What follows belongs to an exercise in optimizing a design on an open flow for small area, a short achievable clock period and few clock cycles per item; a production flow would make more cautious choices.
No functional check of the RTL was part of this run.
Power is estimated from default activity; no workload was simulated.

<file path="config.mk">
export PLATFORM = sky130hd
export DESIGN_NAME = alu_exec_unit
export DESIGN_NICKNAME = alu_exec_unit
export VERILOG_FILES = /design/flow/design.v
export SDC_FILE = /design/flow/constraint.sdc
export NUM_CORES = 4
export LEC_CHECK = 0
export ABC_CLOCK_PERIOD_IN_PS = 3000
export CAP_MARGIN = 20
export CORE_MARGIN = 2
export CORE_UTILIZATION = 50
export SETUP_SLACK_MARGIN = 4.5
export SLEW_MARGIN = 20
</file>
<file path="constraint.sdc">
create_clock -name core_clock -period 9.0 [get_ports {clk}]
set_input_delay 1.8000 -clock core_clock [delete_from_list [all_inputs] [get_ports {clk}]]
set_output_delay 1.8000 -clock core_clock [all_outputs]
set_load 0.01 [all_outputs]
</file>
<file path="design.v">
`default_nettype none
package alu_exec_pkg;
    localparam logic [4:0] c_OP_ADD    = 5'd0;
    localparam logic [4:0] c_OP_SUB    = 5'd1;
    localparam logic [4:0] c_OP_XOR    = 5'd2;
    localparam logic [4:0] c_OP_OR     = 5'd3;
    localparam logic [4:0] c_OP_AND    = 5'd4;
    localparam logic [4:0] c_OP_SLL    = 5'd5;
    localparam logic [4:0] c_OP_SRL    = 5'd6;
    localparam logic [4:0] c_OP_SRA    = 5'd7;
    localparam logic [4:0] c_OP_SLT    = 5'd8;
    localparam logic [4:0] c_OP_SLTU   = 5'd9;
    localparam logic [4:0] c_OP_MUL    = 5'd16;
    localparam logic [4:0] c_OP_MULH   = 5'd17;
    localparam logic [4:0] c_OP_MULHSU = 5'd18;
    localparam logic [4:0] c_OP_MULHU  = 5'd19;
    localparam logic [4:0] c_OP_DIV    = 5'd20;
    localparam logic [4:0] c_OP_DIVU   = 5'd21;
    localparam logic [4:0] c_OP_REM    = 5'd22;
    localparam logic [4:0] c_OP_REMU   = 5'd23;
    localparam logic [1:0] c_ALU_OP_ADD    = 2'b00;
    localparam logic [1:0] c_ALU_OP_BRANCH = 2'b01;
    localparam logic [1:0] c_ALU_OP_RTYPE  = 2'b10;
    localparam logic [1:0] c_ALU_OP_ITYPE  = 2'b11;
    localparam logic [6:0] c_FUNCT7_ALT  = 7'd32;
    localparam logic [6:0] c_FUNCT7_MEXT = 7'd1;
    localparam logic [1:0] c_ST_IDLE     = 2'd0;
    localparam logic [1:0] c_ST_MUL      = 2'd1;
    localparam logic [1:0] c_ST_DIV      = 2'd2;
    localparam logic [1:0] c_ST_DONE_DIV = 2'd3;
    function automatic logic is_mul_op(input logic [4:0] op);
        is_mul_op = op[4] && !op[2];
    endfunction
    function automatic logic is_div_op(input logic [4:0] op);
        is_div_op = op[4] && op[2];
    endfunction
endpackage
`default_nettype wire
`default_nettype none
module alu_op_decode
#(
    parameter int M_EXT = 1
) (
    input  logic [1:0] alu_op,
    input  logic [2:0] funct3,
    input  logic [6:0] funct7,
    output logic [4:0] op
);
    logic       w_alt;
    logic [4:0] w_base_op;
    assign w_alt = (funct7 == alu_exec_pkg::c_FUNCT7_ALT);
    always_comb begin
        w_base_op = alu_exec_pkg::c_OP_ADD;
        case (funct3)
            3'd0:    w_base_op = alu_exec_pkg::c_OP_ADD;
            3'd1:    w_base_op = alu_exec_pkg::c_OP_SLL;
            3'd2:    w_base_op = alu_exec_pkg::c_OP_SLT;
            3'd3:    w_base_op = alu_exec_pkg::c_OP_SLTU;
            3'd4:    w_base_op = alu_exec_pkg::c_OP_XOR;
            3'd5:    w_base_op = w_alt ? alu_exec_pkg::c_OP_SRA : alu_exec_pkg::c_OP_SRL;
            3'd6:    w_base_op = alu_exec_pkg::c_OP_OR;
            default: w_base_op = alu_exec_pkg::c_OP_AND;
        endcase
    end
    always_comb begin
        op = alu_exec_pkg::c_OP_ADD;
        case (alu_op)
            alu_exec_pkg::c_ALU_OP_ADD: op = alu_exec_pkg::c_OP_ADD;
            alu_exec_pkg::c_ALU_OP_BRANCH: begin
                case (funct3)
                    3'd4, 3'd5: op = alu_exec_pkg::c_OP_SLT;
                    3'd6, 3'd7: op = alu_exec_pkg::c_OP_SLTU;
                    default:    op = alu_exec_pkg::c_OP_SUB;
                endcase
            end
            alu_exec_pkg::c_ALU_OP_RTYPE: begin
                if ((M_EXT != 0) && (funct7 == alu_exec_pkg::c_FUNCT7_MEXT))
                    op = {2'b10, funct3};
                else if ((funct3 == 3'd0) && w_alt)
                    op = alu_exec_pkg::c_OP_SUB;
                else
                    op = w_base_op;
            end
            default: begin
                op = (funct3 == 3'd0) ? alu_exec_pkg::c_OP_ADD : w_base_op;
            end
        endcase
    end
endmodule
`default_nettype wire
`default_nettype none
module alu_exec_unit
#(
    parameter int XLEN  = 32,
    parameter int M_EXT = 1
) (
    input  logic            clk,
    input  logic            rst,
    input  logic            flush,
    input  logic            in_valid,
    output logic            in_ready,
    input  logic [1:0]      alu_op,
    input  logic [2:0]      funct3,
    input  logic [6:0]      funct7,
    input  logic [XLEN-1:0] op_a,
    input  logic [XLEN-1:0] op_b,
    output logic            out_valid,
    input  logic            out_ready,
    output logic [XLEN-1:0] result,
    output logic            result_zero
);
    generate
        if (XLEN != 32) begin : g_bad_xlen
            $error("alu_exec_unit: only XLEN = 32 is supported");
        end
    endgenerate
    localparam int c_BASE  = 0;    
    localparam int c_ABSA  = 1;    
    localparam int c_ABSB  = 2;    
    localparam int c_LZC   = 3;    
    localparam int c_SHIFT = 4;    
    localparam int c_DITER = 5;    
    localparam int c_MITER = 6;    
    localparam int c_RES   = 7;    
    localparam int c_NEGHI = 8;    
    localparam int c_FIN   = 9;    
    localparam int c_NST   = 10;
    logic             r_xv;        
    logic [c_NST-1:0] r_st;
    logic             r_div;       
    logic             r_quot;      
    logic             r_mul0;      
    logic             r_negb;      
    logic             r_fneg;      
    logic             r_sub;       
    logic             r_rsum, r_rxor, r_ror, r_rand, r_rsh, r_rslt, r_rsltu;
    logic             r_sll, r_sra;
    logic [4:0]       r_cnt;
    logic             r_cy;
    logic [31:0]      r_a;
    logic [31:0]      r_b;
    logic [31:0]      r_s;
    logic [31:0]      r_c;
    logic             r_rv;        
    logic [31:0]      r_res;
    logic             r_sv;        
    logic [31:0]      r_sres;
    logic             r_rdy;
    logic [4:0] w_op;
    alu_op_decode #(.M_EXT(M_EXT)) u_decode (
        .alu_op (alu_op),
        .funct3 (funct3),
        .funct7 (funct7),
        .op     (w_op)
    );
    wire w_in_m    = w_op[4];
    wire w_in_div  = w_op[4] && w_op[2];
    wire w_in_quot = w_in_div && !w_op[1];
    wire w_a_sgn   = (w_op == alu_exec_pkg::c_OP_MULH) || (w_op == alu_exec_pkg::c_OP_MULHSU) ||
                     (w_op == alu_exec_pkg::c_OP_DIV)  || (w_op == alu_exec_pkg::c_OP_REM);
    wire w_b_sgn   = (w_op == alu_exec_pkg::c_OP_MULH) || (w_op == alu_exec_pkg::c_OP_DIV) ||
                     (w_op == alu_exec_pkg::c_OP_REM);
    wire w_in_nega = w_a_sgn && op_a[31];
    wire w_in_negb = w_b_sgn && op_b[31];
    wire w_lo_zero = (r_b == 32'd0);
    wire a_sels = r_st[c_RES];
    wire a_selc = r_st[c_RES] || (r_st[c_FIN] && r_quot);
    wire a_inva = r_st[c_ABSA] || r_st[c_NEGHI] || (r_st[c_FIN] && r_div && !r_quot && r_fneg);
    wire a_za   = r_st[c_ABSB] || (r_st[c_FIN] && !(r_div && !r_quot));
    wire a_invb = r_sub || r_st[c_ABSB] || r_st[c_DITER] || (r_st[c_FIN] && r_quot && r_fneg);
    wire a_zb   = r_st[c_ABSA] || r_st[c_NEGHI] || (r_st[c_FIN] && r_div && !r_quot);
    wire a_ci   = r_sub || r_st[c_ABSA] || r_st[c_ABSB] || r_st[c_DITER] ||
                  (r_st[c_FIN] && r_fneg) || (r_st[c_RES] && r_cy) ||
                  (r_st[c_NEGHI] && w_lo_zero);
    wire [31:0] w_xa  = ((a_sels ? r_s : r_a) ^ {32{a_inva}}) & {32{!a_za}};
    wire [31:0] w_xb  = ((a_selc ? r_c : r_b) ^ {32{a_invb}}) & {32{!a_zb}};
    wire [32:0] w_sum = {1'b0, w_xa} + {1'b0, w_xb} + {32'd0, a_ci};
    function automatic logic [31:0] rev32(input logic [31:0] x);
        rev32 = {x[0], x[1], x[2], x[3], x[4], x[5], x[6], x[7],
                 x[8], x[9], x[10], x[11], x[12], x[13], x[14], x[15],
                 x[16], x[17], x[18], x[19], x[20], x[21], x[22], x[23],
                 x[24], x[25], x[26], x[27], x[28], x[29], x[30], x[31]};
    endfunction
    wire         w_sh_align = r_st[c_SHIFT];
    wire         w_sh_left  = w_sh_align || r_sll;
    wire [31:0]  w_sh_data  = w_sh_align ? r_b : r_a;
    wire [4:0]   w_sh_amt   = w_sh_align ? r_cnt : r_b[4:0];
    wire [31:0]  w_sh_in    = w_sh_left ? rev32(w_sh_data) : w_sh_data;
    wire         w_sh_fill  = r_sra && w_sh_data[31];
    wire [32:0]  w_sh_wide  = $signed({w_sh_fill, w_sh_in}) >>> w_sh_amt;
    wire [31:0]  w_sh_out   = w_sh_left ? rev32(w_sh_wide[31:0]) : w_sh_wide[31:0];
    wire w_lt  = (r_a[31] ^ r_b[31]) ? r_a[31] : w_sum[31];
    wire w_ltu = !w_sum[32];
    wire [31:0] w_xres = ({32{r_rsum}} & w_sum[31:0]) |
                         ({32{r_rxor}} & (r_a ^ r_b)) |
                         ({32{r_ror}}  & (r_a | r_b)) |
                         ({32{r_rand}} & (r_a & r_b)) |
                         ({32{r_rsh}}  & w_sh_out) |
                         {31'd0, (r_rslt && w_lt) || (r_rsltu && w_ltu)};
    function automatic logic [71:0] csa36(input logic [35:0] x, input logic [35:0] y,
                                          input logic [35:0] z);
        logic [35:0] s, c;
        s = x ^ y ^ z;
        c = (x & y) | (x & z) | (y & z);
        csa36 = {c[34:0], 1'b0, s};
    endfunction
    wire [35:0] w_p0  = {4'd0, r_a & {32{r_b[0]}}};
    wire [35:0] w_p1  = {3'd0, r_a & {32{r_b[1]}}, 1'd0};
    wire [35:0] w_p2  = {2'd0, r_a & {32{r_b[2]}}, 2'd0};
    wire [35:0] w_p3  = {1'd0, r_a & {32{r_b[3]}}, 3'd0};
    wire [71:0] w_l1a = csa36({4'd0, r_s}, {4'd0, r_c}, w_p0);
    wire [71:0] w_l1b = csa36(w_p1, w_p2, w_p3);
    wire [71:0] w_l2  = csa36(w_l1a[35:0], w_l1a[71:36], w_l1b[35:0]);
    wire [71:0] w_l3  = csa36(w_l2[35:0], w_l2[71:36], w_l1b[71:36]);
    wire [4:0]  w_low = {1'b0, w_l3[3:0]} + {1'b0, w_l3[39:36]} + {4'd0, r_cy};
    function automatic logic [5:0] clz32(input logic [31:0] x);
        logic [15:0] v16;
        logic [7:0]  v8;
        logic [3:0]  v4;
        logic [1:0]  v2;
        logic [4:0]  r;
        r[4] = (x[31:16] == 16'd0);
        v16  = r[4] ? x[15:0] : x[31:16];
        r[3] = (v16[15:8] == 8'd0);
        v8   = r[3] ? v16[7:0] : v16[15:8];
        r[2] = (v8[7:4] == 4'd0);
        v4   = r[2] ? v8[3:0] : v8[7:4];
        r[1] = (v4[3:2] == 2'd0);
        v2   = r[1] ? v4[1:0] : v4[3:2];
        r[0] = !v2[1];
        clz32 = (x == 32'd0) ? 6'd32 : {1'b0, r};
    endfunction
    wire [5:0] w_clz_a = clz32(r_a);
    wire [5:0] w_clz_b = clz32(r_b);
    wire       w_bz    = w_lo_zero;
    wire [5:0] w_lzd   = w_clz_b - w_clz_a;
    wire w_pop    = r_rv && out_ready;
    wire w_can    = !r_sv || w_pop;
    wire w_x_fin  = r_st[c_BASE] || r_st[c_FIN] || r_st[c_NEGHI] || (r_st[c_RES] && !r_fneg);
    wire w_x_fire = r_xv && w_x_fin && w_can;
    wire w_load   = in_valid && r_rdy;
    wire w_step   = r_xv && !w_x_fin;
    logic             n_xv;
    logic [c_NST-1:0] n_st;
    logic             n_div, n_quot, n_mul0, n_negb, n_fneg, n_sub;
    logic             n_rsum, n_rxor, n_ror, n_rand, n_rsh, n_rslt, n_rsltu, n_sll, n_sra;
    logic [4:0]       n_cnt;
    logic             n_cy;
    logic [31:0]      n_a, n_b, n_s, n_c;
    logic             n_rv, n_sv;
    logic [31:0]      n_res, n_sres;
    logic             n_rdy;
    logic             n_fin;
    always_comb begin
        n_st    = r_st;
        n_div   = r_div;
        n_quot  = r_quot;
        n_mul0  = r_mul0;
        n_negb  = r_negb;
        n_fneg  = r_fneg;
        n_sub   = r_sub;
        n_rsum  = r_rsum;
        n_rxor  = r_rxor;
        n_ror   = r_ror;
        n_rand  = r_rand;
        n_rsh   = r_rsh;
        n_rslt  = r_rslt;
        n_rsltu = r_rsltu;
        n_sll   = r_sll;
        n_sra   = r_sra;
        n_cnt   = r_cnt;
        n_cy    = r_cy;
        n_a     = r_a;
        n_b     = r_b;
        n_s     = r_s;
        n_c     = r_c;
        if (w_load) begin
            n_a     = op_a;
            n_b     = op_b;
            n_s     = 32'd0;
            n_c     = 32'd0;
            n_cy    = 1'b0;
            n_cnt   = 5'd7;
            n_div   = w_in_div;
            n_quot  = w_in_quot;
            n_mul0  = (w_op == alu_exec_pkg::c_OP_MUL);
            n_negb  = w_in_negb;
            n_fneg  = (w_in_div && !w_in_quot) ? w_in_nega : (w_in_nega ^ w_in_negb);
            n_sub   = (w_op == alu_exec_pkg::c_OP_SUB) || (w_op == alu_exec_pkg::c_OP_SLT) ||
                      (w_op == alu_exec_pkg::c_OP_SLTU);
            n_rsum  = w_in_m || (w_op == alu_exec_pkg::c_OP_ADD) || (w_op == alu_exec_pkg::c_OP_SUB);
            n_rxor  = (w_op == alu_exec_pkg::c_OP_XOR);
            n_ror   = (w_op == alu_exec_pkg::c_OP_OR);
            n_rand  = (w_op == alu_exec_pkg::c_OP_AND);
            n_rsh   = (w_op == alu_exec_pkg::c_OP_SLL) || (w_op == alu_exec_pkg::c_OP_SRL) ||
                      (w_op == alu_exec_pkg::c_OP_SRA);
            n_rslt  = (w_op == alu_exec_pkg::c_OP_SLT);
            n_rsltu = (w_op == alu_exec_pkg::c_OP_SLTU);
            n_sll   = (w_op == alu_exec_pkg::c_OP_SLL);
            n_sra   = (w_op == alu_exec_pkg::c_OP_SRA);
            n_st    = '0;
            if (!w_in_m)        n_st[c_BASE]  = 1'b1;
            else if (w_in_nega) n_st[c_ABSA]  = 1'b1;
            else if (w_in_negb) n_st[c_ABSB]  = 1'b1;
            else if (w_in_div)  n_st[c_LZC]   = 1'b1;
            else                n_st[c_MITER] = 1'b1;
        end else if (w_step) begin
            n_st = '0;
            if (r_st[c_ABSA]) begin
                n_a = w_sum[31:0];
                if (r_negb)     n_st[c_ABSB]  = 1'b1;
                else if (r_div) n_st[c_LZC]   = 1'b1;
                else            n_st[c_MITER] = 1'b1;
            end
            if (r_st[c_ABSB]) begin
                n_b = w_sum[31:0];
                if (r_div) n_st[c_LZC]   = 1'b1;
                else       n_st[c_MITER] = 1'b1;
            end
            if (r_st[c_LZC]) begin
                n_c = {32{w_bz}};                  
                if (w_bz && r_quot) n_fneg = 1'b0;
                if (w_bz || (w_clz_a > w_clz_b)) begin
                    n_st[c_FIN] = 1'b1;            
                end else begin
                    n_cnt = w_lzd[4:0];
                    n_st[c_SHIFT] = 1'b1;
                end
            end
            if (r_st[c_SHIFT]) begin
                n_b = w_sh_out;
                n_st[c_DITER] = 1'b1;
            end
            if (r_st[c_DITER]) begin
                if (w_sum[32]) n_a = w_sum[31:0];
                n_c   = {r_c[30:0], w_sum[32]};
                n_b   = {1'b0, r_b[31:1]};
                n_cnt = r_cnt - 5'd1;
                if (r_cnt == 5'd0) n_st[c_FIN]   = 1'b1;
                else               n_st[c_DITER] = 1'b1;
            end
            if (r_st[c_MITER]) begin
                n_s   = w_l3[35:4];
                n_c   = w_l3[71:40];
                n_cy  = w_low[4];
                n_b   = {w_low[3:0], r_b[31:4]};
                n_cnt = r_cnt - 5'd1;
                if (r_cnt != 5'd0) n_st[c_MITER] = 1'b1;
                else if (r_mul0)   n_st[c_FIN]   = 1'b1;
                else               n_st[c_RES]   = 1'b1;
            end
            if (r_st[c_RES]) begin
                n_a = w_sum[31:0];
                n_st[c_NEGHI] = 1'b1;
            end
        end
        if (flush)         n_xv = 1'b0;
        else if (w_load)   n_xv = 1'b1;
        else if (w_x_fire) n_xv = 1'b0;
        else               n_xv = r_xv;
        n_rv   = r_rv;
        n_sv   = r_sv;
        n_res  = r_res;
        n_sres = r_sres;
        if (flush) begin
            n_rv = 1'b0;
            n_sv = 1'b0;
        end else if (!r_rv) begin
            if (w_x_fire) begin
                n_res = w_xres;
                n_rv  = 1'b1;
            end
        end else if (w_pop) begin
            if (r_sv) begin
                n_res = r_sres;
                if (w_x_fire) n_sres = w_xres;
                else          n_sv   = 1'b0;
            end else if (w_x_fire) begin
                n_res = w_xres;
            end else begin
                n_rv = 1'b0;
            end
        end else if (w_x_fire) begin
            n_sres = w_xres;
            n_sv   = 1'b1;
        end
        n_fin = n_st[c_BASE] || n_st[c_FIN] || n_st[c_NEGHI] || (n_st[c_RES] && !n_fneg);
        n_rdy = !n_xv || (n_fin && !n_sv);
    end
    always_ff @(posedge clk or posedge rst) begin
        if (rst) begin
            r_xv  <= 1'b0;
            r_rv  <= 1'b0;
            r_sv  <= 1'b0;
            r_rdy <= 1'b0;
        end else begin
            r_xv  <= n_xv;
            r_rv  <= n_rv;
            r_sv  <= n_sv;
            r_rdy <= n_rdy;
        end
    end
    always_ff @(posedge clk) begin
        r_st    <= n_st;
        r_div   <= n_div;
        r_quot  <= n_quot;
        r_mul0  <= n_mul0;
        r_negb  <= n_negb;
        r_fneg  <= n_fneg;
        r_sub   <= n_sub;
        r_rsum  <= n_rsum;
        r_rxor  <= n_rxor;
        r_ror   <= n_ror;
        r_rand  <= n_rand;
        r_rsh   <= n_rsh;
        r_rslt  <= n_rslt;
        r_rsltu <= n_rsltu;
        r_sll   <= n_sll;
        r_sra   <= n_sra;
        r_cnt   <= n_cnt;
        r_cy    <= n_cy;
        r_a     <= n_a;
        r_b     <= n_b;
        r_s     <= n_s;
        r_c     <= n_c;
        r_res   <= n_res;
        r_sres  <= n_sres;
    end
    assign in_ready    = r_rdy;
    assign out_valid   = r_rv;
    assign result      = r_res;
    assign result_zero = (r_res == 32'd0);
endmodule
`default_nettype wire
</file>
<file path="run.sh">
#!/bin/bash
# synth_recipe.tcl (not shown) runs the flow's synth.tcl, then flattens the netlist and writes it again
# the make line also repeats each setting of config.mk as NAME=value (left out here)
make -C /OpenROAD-flow-scripts/flow DESIGN_CONFIG=/design/flow/config.mk WORK_HOME=/design/flow/orfs CLKGATE_MAP_FILE= SYNTH_SCRIPT=/design/flow/synth_recipe.tcl finish
</file>
==> flow_summary.ini <==
[timing]
fin_crit_ns = 4.62
max_freq_mhz = 217
skew_ns = 0.0205
rsz0062_at_grt = true
setup_ws_ns = 4.38
finalSetupTns_ns = 0
setup_viol = 0
worst_pin_slew_ns = 1.09
slew_viol_final = 0
fin_crit_sh = 0.513
final-hold-violation-count = 0
max_slew_margin = 0.268

[status]
status = finished clean

[synth]
avgSynthCellArea_sq_um = 7.99
synth-async-reset-ratio = 0.0177
ys_seq_area_frac = 0.244
syn_nets = 3404
synth_top_area_share = 0.178
synthTopCellsByArea = edfxtp_1 (18%), fa_1 (10%), dfxtp_1 (6.2%), nand2_1 (5.9%), ha_1 (5.9%)
synth-edff-count = 146
synth_top_area_cell = edfxtp_1
synthFlopType = edfxtp_1
synthCells = 3081
syn_area_sq_um = 24600
synth-warning-count = 2
ys_types = 84
ys_ff_latch = 226

[global_route]
track_usage = 0.481
gr-usage-met3 = 0.149
grt_max_degree = 78
use_met1 = 0.614
first_global_vias = 25380
grt_use_met2 = 0.703
grt-ovfl-total = 0
top_usage_layer = met2
grt_pass1_wl_um = 177000
antenna_found_initial = 9

[worst_setup_path]
worstPathArrival_ns = 4.99
cp.required_ns = 9.37
path_class = reg2reg
cp-end-kind = register
worst-path-max-fanout = 4
setup.worst_path.start_class = register

[cts]
path_clk_slew_ns = 0.07
cts_tree = done
cts_buffers = 30
clock-root-buffer = clkbuf_16
clock_sinks = 226
clock_latency_ns = 0.63
clock_path_buffers = 3
cts_hold_repair.buffers = 0
h-tree-depth = 1

[pwr]
p_comb_frac = 0.526
p_int_mw = 2.89
power_density_nw_per_um2 = 184
leakage_nw = 12.0
clkPwrFrac = 0.228
p_seq_frac = 0.246
switching_share = 0.466
p_sw_mw = 2.52
max-vdd-ir-drop_mv = 0.160

[drt]
wl_per_cell_um = 32.4
final_antenna_net_count = 0
wirelength_um = 126000
drc = 0
drtIter0Drc = 3776
num_vias = 26744
routed_via_density = 6.90
dr.pass1.iters = 9

[floorplan]
die_width_um = 226
io-pin-count = 116
design.core.area_sq_um = 48700
dieHeight_um = 226
start_util = 0.505
std_cell_rows = 81
dieArea_sq_um = 51000

[final_layout]
area_growth_pct = 19.8
drive_gt1_frac = 0.146
n_fill_cell = 4380
fin_nets = 3511

[hold_path]
hold_class = reg2reg

[placed_design]
place_hpwl_um = 90100
gp_congestion = 1.05
numPortBuffers = 115
place_ws_ns = 3.01

[run]
max_cap_violations = 0
[placed cells by master, fill, tap and decap left out, types with 12 or more instances in the layout]
master,synthesis,routed
clkbuf_16,0,36
nor2b_1,16,14
nor2_2,2,15
buf_4,6,142
o21ai_0,163,142
nand4_1,16,16
a211o_1,43,43
nor3_1,36,29
o211ai_1,56,56
ha_1,116,103
a21oi_1,220,196
o21a_1,18,17
a21oi_2,0,17
a221o_1,13,13
a221oi_1,30,26
nand2_2,0,15
fa_1,126,124
o21ai_1,7,17
nand2_1,390,363
edfxtp_1,146,146
and2_1,16,12
xnor2_1,22,14
nor4_1,24,16
a31oi_1,50,46
a21o_1,40,39
mux2i_1,123,117
clkdlybuf4s50_1,0,115
nand2_4,0,12
o221ai_1,17,15
nor2_1,358,343
dfxtp_1,76,73
o22ai_1,41,41
mux2_2,40,39
a22oi_1,18,17
and3_1,16,15
nand2b_1,43,41
inv_1,269,268
a211oi_1,57,53
xor2_1,75,67
nand3_1,44,43
[final timing paths]
check                                            to  slack, ns  cells after the start                 from
worst min register to register  r_s[1]$_SDFFE_PP0P_       0.51                      2  r_s[1]$_SDFFE_PP0P_
min in group asynchronous           r_rdy$_DFF_PP0_       1.39                      2                  rst
worst max register to register   r_res[7]$_DFFE_PP_       4.38                     15    r_b[17]$_DFFE_PP_
worst min-delay path            r_s[1]$_SDFFE_PP0P_       0.51                      2  r_s[1]$_SDFFE_PP0P_
worst max-delay path             r_res[7]$_DFFE_PP_       4.38                     15    r_b[17]$_DFFE_PP_
max in group asynchronous            r_rv$_DFF_PP0_       7.47                      2                  rst
[power by group through the flow]
stage                     logic, mW  registers [mW]  clock network (mW)
final                          2.85            1.33                1.23
after global routing           2.96            1.33                1.26
after CTS                      2.56            1.32                1.23
after detailed placement       2.35            1.38                   0
after global placement         2.31            1.38                   0
after floorplan                1.45            1.30                   0
[sequential cells by signal, summed over array words and instances (netlist names), 5 cells and up]
name / flops
r_a: 32
r_b: 32
r_c: 32
r_cnt: 5
r_res: 32
r_s: 31
r_sres: 32
r_st: 10
[layout make-up]
class	count	area, sq um	share of cell area
diodes	1	2.50	0.0000849
clock buffers	44	892	0.0303
clock inverters	12	86.3	0.00293
inverters	275	1030	0.0351
multi-input cells	2369	17900	0.606
flip-flops and latches	226	6010	0.204
well taps	664	831	0.0282
repair buffers	286	2750	0.0933
[timing repair]
action,in CTS,in global routing
pin swaps,36,66
buffers inserted,65,39
cloned,3,3
endpoints found under the setup margin,134,103
resized for setup,115,136
[metrics by stage]
stage	instance area, sq um	utilization	total power, mW	hold WS (ns)	instances
CTS	28500	0.585	5.11	0.506	3834
global route	29500	0.605	5.54	0.522	3876
global placement	26300	0.540	3.69	0.469	3707
detailed placement	26400	0.541	3.73	0.482	3710
finish	29500	0.605	5.41	0.511	3877
floorplan	24600	-	2.75	0.449	3081
[critical path, cell delays in order, from the launching register on]
cell	delay, ns
edfxtp_1	0.49
or4_1	0.59
nor2_4	0.18
nand2_2	0.13
nor2_4	0.15
a21oi_2	0.08
fa_2	0.38
nand2b_1	0.23
a21oi_4	0.31
nand2b_1	0.19
a21boi_0	0.18
xor2_2	0.43
o21ai_0	0.34
a221o_1	0.47
nor2_1	0.11
o21ai_0	0.09
[cells by family after synthesis]
group,after synthesis,synth area share
AND/OR/NAND/NOR,995,0.174
AO/OA/AOI/OAI,858,0.228
buffers and inverters,486,0.0771
adder cells (fa/ha/maj),242,0.161
flip-flops,226,0.244
multiplexers,177,0.0804
XOR/XNOR,97,0.0345
[synth_stat cells (all sizes together) (58+ instances only)]
library cell / instances
dfxtp: 76
buf: 58
inv: 270
mux2i: 124
fa: 126
clkbuf: 153
edfxtp: 146
nand2: 390
nor2: 360
ha: 116
o21ai: 170
a211oi: 59
a21oi: 220
xor2: 75
[layer usage]
metal  share of wire  vias to the layer above
li1                -                    11106
met1            0.36                    12950
met2            0.42                     2158
met3            0.14                      522
met4           0.084                        8
met5         0.00053                        -

## what the ideal ports hide
How much do the figures lean on ideal ports? The routed layout below was timed once more, with nothing changed but the port constraints. Step 1 (the two cells are an assumption about what drives the block):
set clk [get_ports {clk}]
set_driving_cell -lib_cell sky130_fd_sc_hd__clkbuf_16 $clk
set_driving_cell -lib_cell sky130_fd_sc_hd__buf_2 [delete_from_list [all_inputs] $clk]
Step 2, shift: input delay + t, output delay - t, t = (earliest + latest rising clock arrival at the registers) / 2. This alone moves slack from input paths to output paths. a / b / c = no drivers / after step 1 / after step 2; a / b = the first two.
t (ns): 0.681
slack for setup (ns): 4.384 / 4.384 / 3.993
worst setup path at the end: input to register
latest minus earliest clock arrival (ns): 0.020 / 0.021
slew at the worst register clock pin (ns): 0.07 / 0.07
After both steps setup and hold are still met in this run. The setup slack of this run moves by 0.000 ns with the drivers and by -0.391 ns with both steps.
